From an optimization exercise on the open Yosys and OpenROAD flow, aimed at small area; shortcuts taken in it are not production practice.
Only simulation tests tie the RTL to the original design; equivalence was not proved.
No activity file was given, so power comes from the tool's default toggle rates. The clock port is modelled as an ideal driver; clocking choices that lean on that would not hold on a real chip.

Design cam_core, start of the top module:
module cam_core (
  input  logic                clk,
  input  logic                rst_3,
  input  logic [1:0]          i_mode,
  input  logic [3:0]          i_clause,
  input  logic [1:0]          i_variable,
  input  logic                i_threshold_kind,
  input  logic [31:0]         i_vars,
  input  logic [15:0]         i_leaf,
  input  logic [3:0]          i_tree_id,
  input  logic [1:0]          i_class_id,
  output logic                o_ready,
  input  logic                i_out_ready,
  output logic                o_valid,
  output logic [127:0]        o_leaves,
  output logic [31:0]         o_tree_ids,
  output logic [15:0]         o_class_ids
);
Size in the first run: ~5400 cells after synthesis, about 240 I/O pins, roughly 55000 um2 of cells after synthesis.
export LEC_CHECK = 0
export CAP_MARGIN = 20
export CORE_MARGIN = 2
export CORE_UTILIZATION = 65
export SLEW_MARGIN = 20
export SYNTH_HIERARCHICAL = 1
create_clock -name core_clock -period 5.0 [get_ports {clk}]
standard.sh (not shown) runs the stock make flow with config.mk's settings and CLKGATE_MAP_FILE= SYNTH_SCRIPT=/design/flow/synth_recipe.tcl, a recipe that flattens the netlist after the stock synthesis.
==> flow/flow/run.sh <==
#!/bin/bash
# Standard synthesis, then the standard layout with a few layout-only
# settings passed to the ORFS make targets:
#  - port buffers use a small buffer cell,
#  - clock tree: larger sink clusters, no dummy loads,

set -euo pipefail
bash standard.sh synth > synth.log 2>&1
bash standard.sh \
  BUFFER_PORTS_ARGS="-buffer_cell sky130_fd_sc_hd__buf_1" \
  CTS_ARGS="-sink_clustering_enable -repair_clock_nets -sink_clustering_size 14 -sink_clustering_max_diameter 100 -buf_list sky130_fd_sc_hd__clkbuf_8 -dont_use_dummy_load" \
  finish > layout.log 2>&1
Edit:
--- a/flow/flow/run.sh
+++ b/flow/flow/run.sh
@@ -11 +11 @@
-  CTS_ARGS="-sink_clustering_enable -repair_clock_nets -sink_clustering_size 14 -sink_clustering_max_diameter 100 -buf_list sky130_fd_sc_hd__clkbuf_8 -dont_use_dummy_load" \
+  CTS_ARGS="-sink_clustering_enable -repair_clock_nets -sink_clustering_size 24 -sink_clustering_max_diameter 100 -buf_list sky130_fd_sc_hd__clkbuf_16 -dont_use_dummy_load" \
Settings changed: CORE_UTILIZATION 65 to 75, GPL_TIMING_DRIVEN from default to 0.
What happened: The changed run completed without violations. Register-to-register slack loses 0.79 ns. First-iteration DRC count increases by about 23%. Count of clock-buffer cells in the layout decreases by 44. Clock power increases by about 7%. Wire length decreases by 1.9%.
Edit:
--- a/flow/flow/run.sh
+++ b/flow/flow/run.sh
@@ -11 +11 @@
-  CTS_ARGS="-sink_clustering_enable -repair_clock_nets -sink_clustering_size 24 -sink_clustering_max_diameter 100 -buf_list sky130_fd_sc_hd__clkbuf_16 -dont_use_dummy_load" \
+  CTS_ARGS="-sink_clustering_enable -repair_clock_nets -sink_clustering_size 16 -sink_clustering_max_diameter 100 -buf_list sky130_fd_sc_hd__clkbuf_8 -dont_use_dummy_load" \
Settings changed: CORE_UTILIZATION 75 to 65, GPL_TIMING_DRIVEN 0 to default.
After rerunning:
- area after synthesis stays the same
- non-clock buffer count came out higher by 55
- sequential share of layout area rose by 0.58 points
- hold slack degrades by 0.012 ns
- wire length grows slightly
- die area rose by about a fifth
- power decreases by a few percent
- synthesized cell count is unchanged
- via count goes down by a few percent
- final area falls slightly
- clock skew increases by 0.031 ns
Edit:
--- a/flow/flow/run.sh
+++ b/flow/flow/run.sh
@@ -11 +11 @@
-  CTS_ARGS="-sink_clustering_enable -repair_clock_nets -sink_clustering_size 16 -sink_clustering_max_diameter 100 -buf_list sky130_fd_sc_hd__clkbuf_8 -dont_use_dummy_load" \
+  CTS_ARGS="-sink_clustering_enable -repair_clock_nets -sink_clustering_size 26 -sink_clustering_max_diameter 100 -buf_list sky130_fd_sc_hd__clkbuf_16 -dont_use_dummy_load" \
Settings changed: PLACE_DENSITY from default to 0.8.
Result: The changed run ran to the end with no violations; synthesized area does not change; setup slack loses 0.19 ns; combinational power barely changes; fmax falls by 5.0%; design area rises by 0.56%; hold slack gains 0.013 ns; total power rises by 2.7%; sequential power barely changes; synthesized cell count does not change.
Edit:
--- a/flow/flow/run.sh
+++ b/flow/flow/run.sh
@@ -11 +11 @@
-  CTS_ARGS="-sink_clustering_enable -repair_clock_nets -sink_clustering_size 26 -sink_clustering_max_diameter 100 -buf_list sky130_fd_sc_hd__clkbuf_16 -dont_use_dummy_load" \
+  CTS_ARGS="-sink_clustering_enable -repair_clock_nets -sink_clustering_size 28 -sink_clustering_max_diameter 100 -buf_list sky130_fd_sc_hd__clkbuf_16 -dont_use_dummy_load" \
Settings changed: PLACE_DENSITY 0.8 to default.
What happened: Wire length is lower by 0.41%; cell area is lower by 0.46%; global-route usage hardly moves; critical path depth is lower by 2; combinational power is about the same; total power is lower by 1.7%; synthesized cell count is unchanged; clock power is lower by 6.5%; die area does not change; sequential share of layout area is higher by 0.23 points; setup slack gets better by 0.18 ns.

* * *

The RTL this note starts from:
==> flow/design.v <==
`default_nettype none
package cam_pkg;
  localparam int NUM_VARS = 4;
  localparam int VAR_WIDTH = 8;
  typedef logic [VAR_WIDTH-1:0] var_t;
  typedef var_t [NUM_VARS-1:0] vars_t;
  localparam int LEAF_WIDTH = 16;
  typedef logic signed [LEAF_WIDTH-1:0] leaf_t;
  localparam int TREE_ID_WIDTH = 4;
  typedef logic [TREE_ID_WIDTH-1:0] tree_id_t;
  localparam int CLASS_ID_WIDTH = 2;
  typedef logic [CLASS_ID_WIDTH-1:0] class_id_t;
  typedef enum logic [1:0] {
    MODE_INFER     = 2'd0,
    MODE_WRITE     = 2'd1,
    MODE_DONT_CARE = 2'd2,
    MODE_IDLE      = 2'd3
  } mode_t;
endpackage
`default_nettype wire
`timescale 1ns/1ns
`default_nettype none
module cam_maj2 (
  input  logic [1:0] a,
  input  logic [1:0] b,
  input  logic       c,
  output logic       y
);
  logic t;
  assign t = (a[0] & b[0]) | (a[0] & c) | (b[0] & c);
  assign y = (a[1] & b[1]) | (a[1] & t) | (b[1] & t);
endmodule
module cam_maj2_c1 (
  input  logic [1:0] a,
  input  logic [1:0] b,
  output logic       y
);
  logic t;
  assign t = a[0] | b[0];
  assign y = (a[1] & b[1]) | (a[1] & t) | (b[1] & t);
endmodule
module cam_maj2_c0 (
  input  logic [1:0] a,
  input  logic [1:0] b,
  output logic       y
);
  logic t;
  assign t = a[0] & b[0];
  assign y = (a[1] & b[1]) | (a[1] & t) | (b[1] & t);
endmodule
module cam_chain8 #(
  parameter bit CIN = 1'b0
) (
  input  logic [7:0] a,
  input  logic [7:0] b,
  output logic       y
);
  logic [3:0] c;
  if (CIN)
  begin : g_c1
    cam_maj2_c1 u_lsb (.a(a[1:0]), .b(b[1:0]), .y(c[0]));
  end
  else
  begin : g_c0
    cam_maj2_c0 u_lsb (.a(a[1:0]), .b(b[1:0]), .y(c[0]));
  end
  for (genvar k = 1; k < 4; k++)
  begin : g_step
    cam_maj2 u_step (.a(a[2*k +: 2]), .b(b[2*k +: 2]), .c(c[k-1]), .y(c[k]));
  end
  assign y = c[3];
endmodule
`default_nettype wire
`timescale 1ns/1ns
`default_nettype none
module cam_core (
  input  logic                clk,
  input  logic                rst_3,
  input  logic [1:0]          i_mode,
  input  logic [3:0]          i_clause,
  input  logic [1:0]          i_variable,
  input  logic                i_threshold_kind,
  input  logic [31:0]         i_vars,
  input  logic [15:0]         i_leaf,
  input  logic [3:0]          i_tree_id,
  input  logic [1:0]          i_class_id,
  output logic                o_ready,
  input  logic                i_out_ready,
  output logic                o_valid,
  output logic [127:0]        o_leaves,
  output logic [31:0]         o_tree_ids,
  output logic [15:0]         o_class_ids
);
  localparam int NC = 16;
  localparam int NV = 4;
  localparam int NS = 8;
  logic advance;
  assign advance = !o_valid || i_out_ready;
  assign o_ready = advance;
  logic m_infer, m_write, m_dc;
  assign m_infer = (i_mode == 2'd0);
  assign m_write = (i_mode == 2'd1);
  assign m_dc    = (i_mode == 2'd2);
  logic [31:0] lower_rows  [NC];
  logic [31:0] higher_rows [NC];
  logic [15:0] leaf_mem    [NC];
  logic [3:0]  tree_mem    [NC];
  logic [1:0]  class_mem   [NC];
  logic [NC-1:0] live;
  logic [NV-1:0] dont_care;
  always_ff @(posedge clk)
  begin
    for (int c = 0; c < NC; c++)
    begin
      if (advance && m_write && (i_clause == 4'(c)))
      begin
        if (!i_threshold_kind)
          lower_rows[c] <= ~i_vars;   
        else
          higher_rows[c] <= i_vars;
      end
    end
  end
  always_ff @(posedge clk)
  begin
    if (rst_3)
    begin
      live      <= '0;
      dont_care <= '0;
    end
    else if (advance)
    begin
      for (int c = 0; c < NC; c++)
        if (m_write && i_threshold_kind && (i_clause == 4'(c)))
          live[c] <= 1'b1;
      for (int j = 0; j < NV; j++)
        if (m_dc && (i_variable == 2'(j)))
          dont_care[j] <= 1'b1;
    end
  end
  logic [NC-1:0] hit;
  logic [31:0]   q_n;
  logic [NC*NV-1:0] in_range;
  assign q_n = ~i_vars;
  for (genvar c = 0; c < NC; c++)
  begin : g_clause
    for (genvar j = 0; j < NV; j++)
    begin : g_var
      logic ge, gt;
      cam_chain8 #(.CIN(1'b1)) u_ge (.a(i_vars[8*j +: 8]), .b(lower_rows[c][8*j +: 8]), .y(ge));
      cam_chain8 #(.CIN(1'b0)) u_gt (.a(higher_rows[c][8*j +: 8]), .b(q_n[8*j +: 8]), .y(gt));
      assign in_range[NV*c+j] = dont_care[j] | (ge & gt);
    end
    assign hit[c] = live[c] & (&in_range[NV*c +: NV]);
  end
  logic [2*NS-1:0] sel_now;
  always_comb
  begin
    for (int s = 0; s < NS; s++)
    begin
      sel_now[2*s+1] = hit[2*s+1];
      sel_now[2*s]   = hit[2*s] & ~hit[2*s+1];
    end
  end
  logic        s1_infer, s1_write, s2_infer, s2_write;
  logic [15:0] s1_data,  s2_data;
  logic [3:0]  s1_clause, s2_clause;
  logic        s1_tkind,  s2_tkind;
  logic [2*NS-1:0] out_sel_n;
  always_ff @(posedge clk)
  begin
    if (rst_3)
    begin
      s1_infer <= 1'b0;
      s1_write <= 1'b0;
      s2_infer <= 1'b0;
      s2_write <= 1'b0;
      o_valid  <= 1'b0;
    end
    else if (advance)
    begin
      s1_infer <= m_infer;
      s1_write <= m_write;
      s2_infer <= s1_infer;
      s2_write <= s1_write;
      o_valid  <= s2_infer;
    end
  end
  always_ff @(posedge clk)
  begin
    if (advance)
    begin
      if (m_infer)
        s1_data <= ~sel_now;
      else if (i_threshold_kind)
        s1_data <= ~i_leaf;
      else
        s1_data <= ~{i_leaf[15:6], i_class_id, i_tree_id};
      s1_clause <= i_clause;
      s1_tkind  <= i_threshold_kind;
      s2_data   <= s1_data;
      s2_clause <= s1_clause;
      s2_tkind  <= s1_tkind;
      out_sel_n <= s2_data;
    end
  end
  always_ff @(posedge clk)
  begin
    for (int c = 0; c < NC; c++)
    begin
      if (advance && s2_write && (s2_clause == 4'(c)))
      begin
        if (!s2_tkind)
        begin
          tree_mem[c]  <= s2_data[3:0];
          class_mem[c] <= s2_data[5:4];
        end
        else
        begin
          leaf_mem[c]  <= s2_data;
        end
      end
    end
  end
  always_comb
  begin
    for (int s = 0; s < NS; s++)
    begin
      o_leaves[16*s +: 16]  = ~(({16{out_sel_n[2*s+1]}} | leaf_mem[2*s+1]) &
                                ({16{out_sel_n[2*s]}}   | leaf_mem[2*s]));
      o_tree_ids[4*s +: 4]  = ~(({4{out_sel_n[2*s+1]}}  | tree_mem[2*s+1]) &
                                ({4{out_sel_n[2*s]}}    | tree_mem[2*s]));
      o_class_ids[2*s +: 2] = ~(({2{out_sel_n[2*s+1]}}  | class_mem[2*s+1]) &
                                ({2{out_sel_n[2*s]}}    | class_mem[2*s]));
    end
  end
endmodule
`default_nettype wire
==> flow/config.mk <==
export PLATFORM = sky130hd
export DESIGN_NAME = cam_core
export DESIGN_NICKNAME = cam_core
export VERILOG_FILES = /design/flow/design.v
export SDC_FILE = /design/flow/constraint.sdc
export NUM_CORES = 4
export LEC_CHECK = 0
export CAP_MARGIN = 0
export CORE_MARGIN = 2
export CORE_UTILIZATION = 75
export SLEW_MARGIN = 0
export SYNTH_HIERARCHICAL = 1
==> flow/constraint.sdc <==
create_clock -name core_clock -period 5.0 [get_ports {clk}]
set_input_delay 1.0000 -clock core_clock [delete_from_list [all_inputs] [get_ports {clk}]]
set_output_delay 1.0000 -clock core_clock [all_outputs]
set_load 0.01 [all_outputs]
==> flow/flow/run.sh <==
#!/bin/bash
# Standard synthesis, then the standard layout with a few layout-only
# settings passed to the ORFS make targets:
#  - port buffers use a small buffer cell,
#  - clock tree: larger sink clusters, no dummy loads,

set -euo pipefail
bash standard.sh synth > synth.log 2>&1
bash standard.sh \
  BUFFER_PORTS_ARGS="-buffer_cell sky130_fd_sc_hd__buf_1" \
  CTS_ARGS="-sink_clustering_enable -repair_clock_nets -sink_clustering_size 30 -sink_clustering_max_diameter 100 -buf_list sky130_fd_sc_hd__clkbuf_16 -dont_use_dummy_load" \
  finish > layout.log 2>&1
Edit:
--- a/flow/config.mk
+++ b/flow/config.mk
@@ -6,7 +6,10 @@
 export NUM_CORES = 4
 export LEC_CHECK = 0
-export CAP_MARGIN = 0
+export CAP_MARGIN = 20
 export CORE_MARGIN = 2
-export CORE_UTILIZATION = 75
-export SLEW_MARGIN = 0
+export CORE_UTILIZATION = 65
+export CTS_BUF_LIST = sky130_fd_sc_hd__clkbuf_16
+export CTS_CLUSTER_DIAMETER = 100
+export CTS_CLUSTER_SIZE = 30
+export SLEW_MARGIN = 20
 export SYNTH_HIERARCHICAL = 1
Result:
- total power barely changes
- cell area climbs by 0.38%
- clock skew drops by 18 ps
- worst setup slack gains 150 ps
Edit:
==> flow/run.sh (new file) <==
#!/bin/bash
# synth_recipe.tcl (not shown) runs the flow's synth.tcl, then flattens the netlist and writes it again
# the make line also repeats each setting of config.mk as NAME=value (left out here)
make -C /OpenROAD-flow-scripts/flow DESIGN_CONFIG=/design/flow/config.mk WORK_HOME=/design/flow/orfs CLKGATE_MAP_FILE= SYNTH_SCRIPT=/design/flow/synth_recipe.tcl finish
removed: flow/flow/run.sh
removed: flow/standard.sh
Result:
- critical path depth went up by 2
- cell area went up by 2.8%
- die area is unchanged
- clock-buffer cell count went up by 3
- synthesized area does not change
- fmax went down by 5.3%
Edit:
==> flow/flow/run.sh (new file) <==
#!/bin/bash
# Standard synthesis, then the standard layout with a few layout-only
# settings passed to the ORFS make targets:
#  - port buffers use a small buffer cell,
#  - clock tree: larger sink clusters, no dummy loads,
#  - power/area recovery on paths with slack after global routing.
set -euo pipefail
bash standard.sh synth > synth.log 2>&1
bash standard.sh \
  BUFFER_PORTS_ARGS="-buffer_cell sky130_fd_sc_hd__buf_2" \
  CTS_ARGS="-sink_clustering_enable -repair_clock_nets -sink_clustering_size 30 -sink_clustering_max_diameter 100 -buf_list sky130_fd_sc_hd__clkbuf_16 -dont_use_dummy_load" \
  RECOVER_POWER=100 \
  finish > layout.log 2>&1
==> flow/standard.sh (new file) <==
#!/bin/bash
# synth_recipe.tcl (not shown) runs the flow's synth.tcl, then flattens the netlist and writes it again
# the make line also repeats each setting of config.mk as NAME=value (left out here)
make -C /OpenROAD-flow-scripts/flow DESIGN_CONFIG=/design/flow/config.mk WORK_HOME=/design/flow/orfs CLKGATE_MAP_FILE= SYNTH_SCRIPT=/design/flow/synth_recipe.tcl "${@:-finish}"
removed: flow/run.sh
=> The new run reached the layout checks and failed them: capacitance limit, slew limit; cell area shrinks by a few percent; maximum frequency shrinks by roughly a tenth; clock-buffer cell count shrinks by 3; clock power shrinks by a few percent; global-route usage grows by 0.37 points; wire length grows slightly; via count grows slightly; setup slack loses 460 ps; worst hold slack is about the same; clock skew grows by 18 ps.
Edit:
==> flow/flow/run.sh (replaced) <==
#!/bin/bash
# Standard synthesis, then the standard layout with a few layout-only
# settings passed to the ORFS make targets:
#  - port buffers use a small buffer cell,
#  - clock tree: larger sink clusters, no dummy loads,

set -euo pipefail
bash standard.sh synth > synth.log 2>&1
bash standard.sh \
  BUFFER_PORTS_ARGS="-buffer_cell sky130_fd_sc_hd__buf_2" \
  CTS_ARGS="-sink_clustering_enable -repair_clock_nets -sink_clustering_size 30 -sink_clustering_max_diameter 100 -buf_list sky130_fd_sc_hd__clkbuf_16 -dont_use_dummy_load" \
  finish > layout.log 2>&1
After rerunning: The new run completed with no timing, DRC or antenna violations. Synthesized cell count is unchanged. Sequential share of layout area went down by 1.1 points. Register-to-register slack gets better by 1000 ps. Clock power hardly moves. Critical path depth climbs by 6.

static timing again, ports no longer ideal:
How much do the figures lean on ideal ports? The routed layouts below were timed once more, with nothing changed but the port constraints. Step 1 assumes that a clkbuf_16 drives the clock port and a buf_2 every other input. Step 2, shift: input delay + t, output delay - t, t = (earliest + latest rising clock arrival at the registers) / 2. This alone moves slack from input paths to output paths. Slacks: no drivers / after step 1 / after step 2; pairs: no drivers / after step 1.
run	t (ns)	setup slack, ns	hold slack, ns	latest minus earliest clock arrival (ns)
the first run of note 1	0.843	1.487 / 1.538 / 0.696	0.463 / 0.463 / 0.463	0.091 / 0.091
the second run of note 1	0.714	0.807 / 0.826 / 0.112	0.475 / 0.475 / 0.475	0.037 / 0.038
the third run of note 1	0.822	1.435 / 1.479 / 0.657	0.464 / 0.464 / 0.464	0.065 / 0.066
the fourth run of note 1	0.702	1.247 / 1.293 / 0.591	0.476 / 0.476 / 0.476	0.072 / 0.072
the fifth run of note 1	0.739	1.429 / 1.476 / 0.737	0.464 / 0.464 / 0.464	0.090 / 0.090
the first run of note 2	0.720	1.089 / 1.138 / 0.418	0.426 / 0.426 / 0.426	0.048 / 0.048
the second run of note 2	0.724	1.235 / 1.286 / 0.563	0.432 / 0.432 / 0.432	0.035 / 0.035
the third run of note 2	0.734	1.025 / 1.074 / 0.340	0.430 / 0.430 / 0.430	0.036 / 0.036
the fourth run of note 2	0.714	0.569 / 0.545 / -0.169	0.432 / 0.432 / 0.432	0.046 / 0.047
the fifth run of note 2	0.713	1.213 / 1.267 / 0.554	0.426 / 0.426 / 0.426	0.046 / 0.046
For the first run of note 1, which loses most, drivers alone change the setup slack by +0.051 ns; drivers and shift together by -0.791 ns.
